This design comes from an exercise in tuning for small area, a short achievable clock period and few clock cycles on the open sky130 flow, not from production work. No activity file was given, so power comes from the tool's default toggle rates.

==> flow/design.v <==
package cpu_pkg;
	typedef logic [8-1:0] byte_t;
	typedef logic [8-1:0] addr_t;
	typedef enum logic [4-1:0] {
		REG0 = 4'd0,
		REG1 = 4'd1,
		REG2 = 4'd2,
		REG3 = 4'd3,
		REG4 = 4'd4,
		REG5 = 4'd5,
		REG6 = 4'd6,
		REG7 = 4'd7,
		D_IN = 4'd8,
		RAX = 4'd9,
		RFL = 4'd10,
		RAM = 4'd11,
		RIP = 4'd12,
		RIP_1 = 4'd13,
		ZERO = 4'd14
	} bus_sel_t;
	typedef enum logic [4:0] {
		LOAD_ADDR,
		LOAD_ADDR_WAIT,
		LOAD_DATA,
		LOAD_DATA_WAIT,
		PRE_EXECUTE,
		FETCH,
		INC_RIP,
		EX_HALT,
		EX_NOOP,
		EX_JUMP,
		EX_MATH,
		EX_LDFM,
		EX_LDFI,
		EX_CPFR,
		EX_STOM,
		EX_JINZ,
		EX_JIEQ,
		EX_JILT,
		EX_JIGT
	} state_t;
	typedef enum logic [8-1:0] {
		HALT = 8'h00,
		NOOP = 8'h01,
		JUMP = 8'h03,
		MATH = 8'h04,
		LDFM = 8'h05,
		LDFI = 8'h06,
		CPFR = 8'h08,
		STOM = 8'h09,
		JINZ = 8'h0a,
		JIEQ = 8'h0b,
		JILT = 8'h0c,
		JIGT = 8'h0d
	} opcode_t;
	typedef enum logic [2:0] {
		ADD = 3'd0,
		SUB = 3'd1,
		AND = 3'd2,
		OR = 3'd3,
		XOR = 3'd4,
		PASS_B = 3'd5
	} alu_op_t;
	typedef struct packed {
		logic carry;
		logic equal;
		logic less_than;
		logic zero;
		logic undefined;
		logic [2:0] spare;
	} flags_t;
	typedef struct packed {
		bus_sel_t sel;
		logic load_addr;
		logic load_rip;
		logic load_alu;
		logic load_rax;
		logic write_ram;
		logic [8-1:0] load_reg;
	} ctrl_t;
	typedef struct packed {
		byte_t [8-1:0] regs;
		byte_t rax;
		flags_t rfl;
		byte_t rip;
	} arch_state_t;
endpackage
module ram (
	input  logic i_clk,
	input  logic [5:0] i_row0,
	input  logic [5:0] i_row1,
	input  logic [5:0] i_row2,
	input  logic [5:0] i_row3,
	input  logic [1:0] i_lo,
	input  cpu_pkg::addr_t i_waddr,
	input  cpu_pkg::byte_t i_wdata,
	input  logic i_write,
	output cpu_pkg::byte_t o_b0,
	output cpu_pkg::byte_t o_b1,
	output cpu_pkg::byte_t o_b2
);
	cpu_pkg::byte_t bank0 [64];
	cpu_pkg::byte_t bank1 [64];
	cpu_pkg::byte_t bank2 [64];
	cpu_pkg::byte_t bank3 [64];
	cpu_pkg::byte_t q0, q1, q2, q3;
	assign q0 = bank0[i_row0];
	assign q1 = bank1[i_row1];
	assign q2 = bank2[i_row2];
	assign q3 = bank3[i_row3];
	always_comb begin
		case (i_lo)
			2'd0: begin o_b0 = q0; o_b1 = q1; o_b2 = q2; end
			2'd1: begin o_b0 = q1; o_b1 = q2; o_b2 = q3; end
			2'd2: begin o_b0 = q2; o_b1 = q3; o_b2 = q0; end
			default: begin o_b0 = q3; o_b1 = q0; o_b2 = q1; end
		endcase
	end
	always_ff @(posedge i_clk) begin
		if (i_write) begin
			case (i_waddr[1:0])
				2'd0: bank0[i_waddr[7:2]] <= i_wdata;
				2'd1: bank1[i_waddr[7:2]] <= i_wdata;
				2'd2: bank2[i_waddr[7:2]] <= i_wdata;
				default: bank3[i_waddr[7:2]] <= i_wdata;
			endcase
		end
	end
endmodule
module cpu (
	input  logic i_clk,
	input  logic i_reset,
	input  logic i_load_addr,
	input  logic i_load_data,
	input  logic i_execute,
	input  cpu_pkg::byte_t i_data_in,
	output cpu_pkg::byte_t o_data_out,
	output logic o_waiting
);
	logic run;
	logic waiting;
	cpu_pkg::byte_t regs [8];
	cpu_pkg::byte_t rax;
	cpu_pkg::byte_t rfl;
	cpu_pkg::byte_t pa;
	logic [5:0] prow0, prow1, prow2, prow3;
	logic [1:0] plo;
	logic e_math, e_ldfm, e_ldfi, e_cpfr, e_stom;
	cpu_pkg::byte_t e_x, e_y, e_r2, e_r3;
	logic la_q;
	cpu_pkg::byte_t din_q;
	cpu_pkg::byte_t haddr;
	cpu_pkg::byte_t dout;
	cpu_pkg::byte_t b0, b1, b2;
	cpu_pkg::byte_t waddr;
	cpu_pkg::byte_t wdata;
	logic write;
	assign o_data_out = dout;
	assign o_waiting = waiting;
	ram u_ram (
		.i_clk(i_clk),
		.i_row0(prow0),
		.i_row1(prow1),
		.i_row2(prow2),
		.i_row3(prow3),
		.i_lo(plo),
		.i_waddr(waddr),
		.i_wdata(wdata),
		.i_write(write),
		.o_b0(b0),
		.o_b1(b1),
		.o_b2(b2)
	);
	function automatic [25:0] rows_of(input [7:0] a);
		logic [5:0] hi, hi1;
		hi = a[7:2];
		hi1 = a[7:2] + 6'd1;
		rows_of = {hi, (a[1:0] == 2'd3) ? hi1 : hi, a[1] ? hi1 : hi,
			(a[1:0] != 2'd0) ? hi1 : hi, a[1:0]};
	endfunction
	cpu_pkg::byte_t op, x, y;
	assign op = b0;
	assign x = b1;
	assign y = b2;
	logic is_noop, is_jump, is_math, is_ldfm, is_ldfi, is_cpfr, is_stom;
	logic is_jinz, is_jieq, is_jilt, is_jigt, is_halt;
	assign is_noop = (op == 8'h01);
	assign is_jump = (op == 8'h03);
	assign is_math = (op == 8'h04);
	assign is_ldfm = (op == 8'h05);
	assign is_ldfi = (op == 8'h06);
	assign is_cpfr = (op == 8'h08);
	assign is_stom = (op == 8'h09);
	assign is_jinz = (op == 8'h0a);
	assign is_jieq = (op == 8'h0b);
	assign is_jilt = (op == 8'h0c);
	assign is_jigt = (op == 8'h0d);
	assign is_halt = !(is_noop || is_jump || is_math || is_ldfm || is_ldfi ||
		is_cpfr || is_stom || is_jinz || is_jieq || is_jilt || is_jigt);
	cpu_pkg::byte_t pa1, pa2, pa3;
	assign pa1 = pa + 8'd1;
	assign pa2 = pa + 8'd2;
	assign pa3 = pa + 8'd3;
	logic [8:0] sum, diff;
	cpu_pkg::byte_t r0;
	assign r0 = regs[0];
	assign sum = {1'b0, rax} + {1'b0, r0};
	assign diff = {1'b0, rax} - {1'b0, r0};
	logic known;
	cpu_pkg::byte_t alu_res;
	logic alu_carry;
	always_comb begin
		known = (e_x[6:3] == 4'd0);
		alu_carry = 1'b0;
		case (e_x[2:0])
			3'd0: begin alu_res = sum[7:0]; alu_carry = sum[8]; end
			3'd1: begin alu_res = diff[7:0]; alu_carry = diff[8]; end
			3'd2: alu_res = rax & r0;
			3'd3: alu_res = rax | r0;
			3'd4: alu_res = rax ^ r0;
			3'd5: alu_res = r0;
			default: begin alu_res = 8'd0; known = 1'b0; end
		endcase
		if (!known) begin
			alu_res = 8'd0;
			alu_carry = 1'b0;
		end
	end
	cpu_pkg::byte_t alu_flags;
	assign alu_flags = {alu_carry, rax == r0, diff[8], alu_res == 8'd0, !known, 3'b000};
	logic f_equal, f_less, f_zero;
	assign f_equal = e_math ? alu_flags[6] : rfl[6];
	assign f_less = e_math ? alu_flags[5] : rfl[5];
	assign f_zero = e_math ? alu_flags[4] : rfl[4];
	logic [3:0] opl;
	assign opl = op[3:0];
	logic c_jinz, c_jieq, c_jilt, c_jigt;
	assign c_jinz = !f_zero;
	assign c_jieq = f_equal;
	assign c_jilt = f_less;
	assign c_jigt = !(f_equal || f_less);
	logic n_x, n_y, n_p1, n_p2, n_p3;
	assign n_x = (opl == 4'h3) || (opl == 4'ha && c_jinz) || (opl == 4'hb && c_jieq) ||
		(opl == 4'hc && c_jilt) || (opl == 4'hd && c_jigt);
	assign n_y = (opl == 4'h5);
	assign n_p1 = (opl == 4'h1);
	assign n_p2 = (opl == 4'h4) || (opl == 4'ha && !c_jinz) || (opl == 4'hb && !c_jieq) ||
		(opl == 4'hc && !c_jilt) || (opl == 4'hd && !c_jigt);
	assign n_p3 = !(opl == 4'h1 || opl == 4'h3 || opl == 4'h4 || opl == 4'h5 ||
		opl == 4'ha || opl == 4'hb || opl == 4'hc || opl == 4'hd);
	cpu_pkg::byte_t st_off;
	logic conflict;
	assign st_off = e_y - pa;
	assign conflict = e_stom && (st_off < 8'd3);
	cpu_pkg::byte_t pa_next;
	logic [25:0] win_next;
	always_comb begin
		pa_next = ({8{n_x}} & x) | ({8{n_p1}} & pa1) | ({8{n_p2}} & pa2) |
			({8{n_y || n_p3}} & pa3);
		win_next = ({26{n_x}} & rows_of(x)) | ({26{n_y}} & rows_of(y)) |
			({26{n_p1}} & rows_of(pa1)) | ({26{n_p2}} & rows_of(pa2)) |
			({26{n_p3}} & rows_of(pa3));
	end
	function automatic [7:0] src_val(input [7:0] code, input [7:0] r0, input [7:0] r1,
			input [7:0] r2, input [7:0] r3, input [7:0] r4, input [7:0] r5,
			input [7:0] r6, input [7:0] r7, input [7:0] d, input [7:0] a,
			input [7:0] f, input [7:0] yy, input [7:0] p2, input [7:0] p3);
		if (code[7:4] != 4'd0) begin
			src_val = 8'd0;
		end else begin
			case (code[3:0])
				4'd0: src_val = r0;
				4'd1: src_val = r1;
				4'd2: src_val = r2;
				4'd3: src_val = r3;
				4'd4: src_val = r4;
				4'd5: src_val = r5;
				4'd6: src_val = r6;
				4'd7: src_val = r7;
				4'd8: src_val = d;
				4'd9: src_val = a;
				4'd10: src_val = f;
				4'd11: src_val = yy;
				4'd12: src_val = p2;
				4'd13: src_val = p3;
				default: src_val = 8'd0;
			endcase
		end
	endfunction
	cpu_pkg::byte_t src_x, src_y;
	assign src_x = src_val(e_x, regs[0], regs[1], regs[2], regs[3], regs[4], regs[5],
		regs[6], regs[7], din_q, rax, rfl, e_y, e_r2, e_r3);
	assign src_y = src_val(e_y, regs[0], regs[1], regs[2], regs[3], regs[4], regs[5],
		regs[6], regs[7], din_q, rax, rfl, e_y, e_r2, e_r3);
	logic wr_en;
	cpu_pkg::byte_t wr_val;
	assign wr_en = e_ldfi || e_cpfr || e_ldfm;
	always_comb begin
		if (e_ldfm) wr_val = b0;
		else if (e_ldfi) wr_val = e_y;
		else wr_val = src_y;
	end
	assign write = e_stom;
	assign waddr = e_y;
	assign wdata = src_x;
	always_ff @(posedge i_clk) begin
		din_q <= i_data_in;
		dout <= b0;
		if (la_q) haddr <= din_q;
		if (run) begin
			e_x <= x;
			e_y <= y;
			e_r2 <= pa2;
			e_r3 <= pa3;
		end else begin
			e_x <= 8'd8;
			e_y <= haddr;
		end
		if (i_reset) begin
			run <= 1'b0;
			waiting <= 1'b1;
			la_q <= 1'b0;
			for (int i = 0; i < 8; i++) regs[i] <= 8'd0;
			rax <= 8'd0;
			rfl <= 8'd0;
			e_math <= 1'b0;
			e_ldfm <= 1'b0;
			e_ldfi <= 1'b0;
			e_cpfr <= 1'b0;
			e_stom <= 1'b0;
			pa <= i_data_in;
			{prow3, prow2, prow1, prow0, plo} <= rows_of(i_data_in);
		end else begin
			la_q <= i_load_addr;
			for (int i = 0; i < 8; i++) begin
				if (wr_en && e_x == 8'(i)) regs[i] <= wr_val;
			end
			if (wr_en && e_x == 8'd9) rax <= wr_val;
			if (e_math) begin
				rax <= alu_res;
				rfl <= alu_flags;
			end
			if (!run) begin
				if (i_execute) begin
					run <= 1'b1;
					waiting <= 1'b0;
					e_stom <= 1'b0;
					pa <= 8'd0;
					{prow3, prow2, prow1, prow0, plo} <= '0;
				end else begin
					e_stom <= i_load_data;
					pa <= i_data_in;
					{prow3, prow2, prow1, prow0, plo} <= rows_of(i_data_in);
				end
			end else if (e_ldfm || conflict) begin
				pa <= e_r3;
				e_math <= 1'b0;
				e_ldfm <= 1'b0;
				e_ldfi <= 1'b0;
				e_cpfr <= 1'b0;
				e_stom <= 1'b0;
				{prow3, prow2, prow1, prow0, plo} <= rows_of(e_r3);
			end else begin
				e_math <= is_math;
				e_ldfm <= is_ldfm;
				e_ldfi <= is_ldfi;
				e_cpfr <= is_cpfr;
				e_stom <= is_stom;
				pa <= pa_next;
				{prow3, prow2, prow1, prow0, plo} <= win_next;
				if (is_halt) begin
					run <= 1'b0;
					waiting <= 1'b1;
				end
			end
		end
	end
endmodule
clock: 6.5 ns
lec_check: 0
cap_margin: 20
core_margin: 2
core_utilization: 55
cts_buf_list: sky130_fd_sc_hd__clkbuf_8
cts_cluster_diameter: 50
cts_cluster_size: 16
setup_slack_margin: 2.6
slew_margin: 20
run.sh (not shown) runs the stock make flow with config.mk's settings and CLKGATE_MAP_FILE= SYNTH_SCRIPT=/design/flow/synth_recipe.tcl, a recipe that flattens the netlist after the stock synthesis.
Edit:
--- a/flow/design.v
+++ b/flow/design.v
@@ -148,6 +148,7 @@
 	logic e_math, e_ldfm, e_ldfi, e_cpfr, e_stom;
 	cpu_pkg::byte_t e_x, e_y, e_r2, e_r3;
 	logic la_q;
+	logic ld_q;
 	cpu_pkg::byte_t din_q;
 	cpu_pkg::byte_t haddr;
 	cpu_pkg::byte_t dout;
@@ -246,8 +247,7 @@
 	assign n_p1 = (opl == 4'h1);
 	assign n_p2 = (opl == 4'h4) || (opl == 4'ha && !c_jinz) || (opl == 4'hb && !c_jieq) ||
 		(opl == 4'hc && !c_jilt) || (opl == 4'hd && !c_jigt);
-	assign n_p3 = !(opl == 4'h1 || opl == 4'h3 || opl == 4'h4 || opl == 4'h5 ||
-		opl == 4'ha || opl == 4'hb || opl == 4'hc || opl == 4'hd);
+	assign n_p3 = !(n_x || n_y || n_p1 || n_p2);
 	cpu_pkg::byte_t st_off;
 	logic conflict;
 	assign st_off = e_y - pa;
@@ -300,26 +300,26 @@
 		else if (e_ldfi) wr_val = e_y;
 		else wr_val = src_y;
 	end
-	assign write = e_stom;
-	assign waddr = e_y;
-	assign wdata = src_x;
+	always_comb begin
+		if (run) begin
+			write = e_stom;
+			waddr = e_y;
+			wdata = src_x;
+		end else begin
+			write = ld_q;
+			waddr = haddr;
+			wdata = din_q;
+		end
+	end
 	always_ff @(posedge i_clk) begin
 		din_q <= i_data_in;
 		dout <= b0;
 		if (la_q) haddr <= din_q;
-		if (run) begin
-			e_x <= x;
-			e_y <= y;
-			e_r2 <= pa2;
-			e_r3 <= pa3;
-		end else begin
-			e_x <= 8'd8;
-			e_y <= haddr;
-		end
 		if (i_reset) begin
 			run <= 1'b0;
 			waiting <= 1'b1;
 			la_q <= 1'b0;
+			ld_q <= 1'b0;
 			for (int i = 0; i < 8; i++) regs[i] <= 8'd0;
 			rax <= 8'd0;
 			rfl <= 8'd0;
@@ -332,6 +332,7 @@
 			{prow3, prow2, prow1, prow0, plo} <= rows_of(i_data_in);
 		end else begin
 			la_q <= i_load_addr;
+			ld_q <= i_load_data;
 			for (int i = 0; i < 8; i++) begin
 				if (wr_en && e_x == 8'(i)) regs[i] <= wr_val;
 			end
@@ -344,28 +345,29 @@
 				if (i_execute) begin
 					run <= 1'b1;
 					waiting <= 1'b0;
-					e_stom <= 1'b0;
 					pa <= 8'd0;
 					{prow3, prow2, prow1, prow0, plo} <= '0;
 				end else begin
-					e_stom <= i_load_data;
 					pa <= i_data_in;
 					{prow3, prow2, prow1, prow0, plo} <= rows_of(i_data_in);
 				end
 			end else if (e_ldfm || conflict) begin
-				pa <= e_r3;
 				e_math <= 1'b0;
 				e_ldfm <= 1'b0;
 				e_ldfi <= 1'b0;
 				e_cpfr <= 1'b0;
 				e_stom <= 1'b0;
-				{prow3, prow2, prow1, prow0, plo} <= rows_of(e_r3);
+				{prow3, prow2, prow1, prow0, plo} <= rows_of(pa);
 			end else begin
 				e_math <= is_math;
 				e_ldfm <= is_ldfm;
 				e_ldfi <= is_ldfi;
 				e_cpfr <= is_cpfr;
 				e_stom <= is_stom;
+				e_x <= x;
+				e_y <= y;
+				e_r2 <= pa2;
+				e_r3 <= pa3;
 				pa <= pa_next;
 				{prow3, prow2, prow1, prow0, plo} <= win_next;
 				if (is_halt) begin
- final area went down by 2.9%
- first-iteration DRC count is lower by 18%
- wire length shrinks by 6.7%
- worst setup slack degrades by 0.32 ns
- via count is lower by 5.4%
- critical path depth rises by 2
- clock skew grows by 0.032 ns
- total power is lower by 21%
- area after synthesis is about the same
- final cell count went down by 4.4%
- fmax is lower by 7.1%
No run of this note included a check of the RTL's function; only the layout flow was run.

-- afterwards: timing with drivers on the ports --
No port has a modelled driver above. Below, the same layouts with a new extraction and two added sets of constraints. Step 1 sets driving cells, clkbuf_16 on the clock port and buf_2 on the other inputs (assumed; they add their load-dependent delay and slew). Step 2 moves the port delays by t, midway between the first and last clock arrival at a register: inputs arrive t later, outputs are due t later. That takes back most of the time a late clock gives input paths. Three values: no drivers, after step 1, after step 2; two values: the first two.
run	t, ns	slack for setup (ns)	worst setup path at the end	worst register clock-pin slew, ns	cell pins on the clock port's net
the first run	1.047	2.226 / 2.226 / 2.226	register to register	0.11 / 0.11	1
the second run	1.072	1.901 / 1.901 / 1.901	register to register	0.12 / 0.12	1
After both steps every run listed still meets setup and hold.
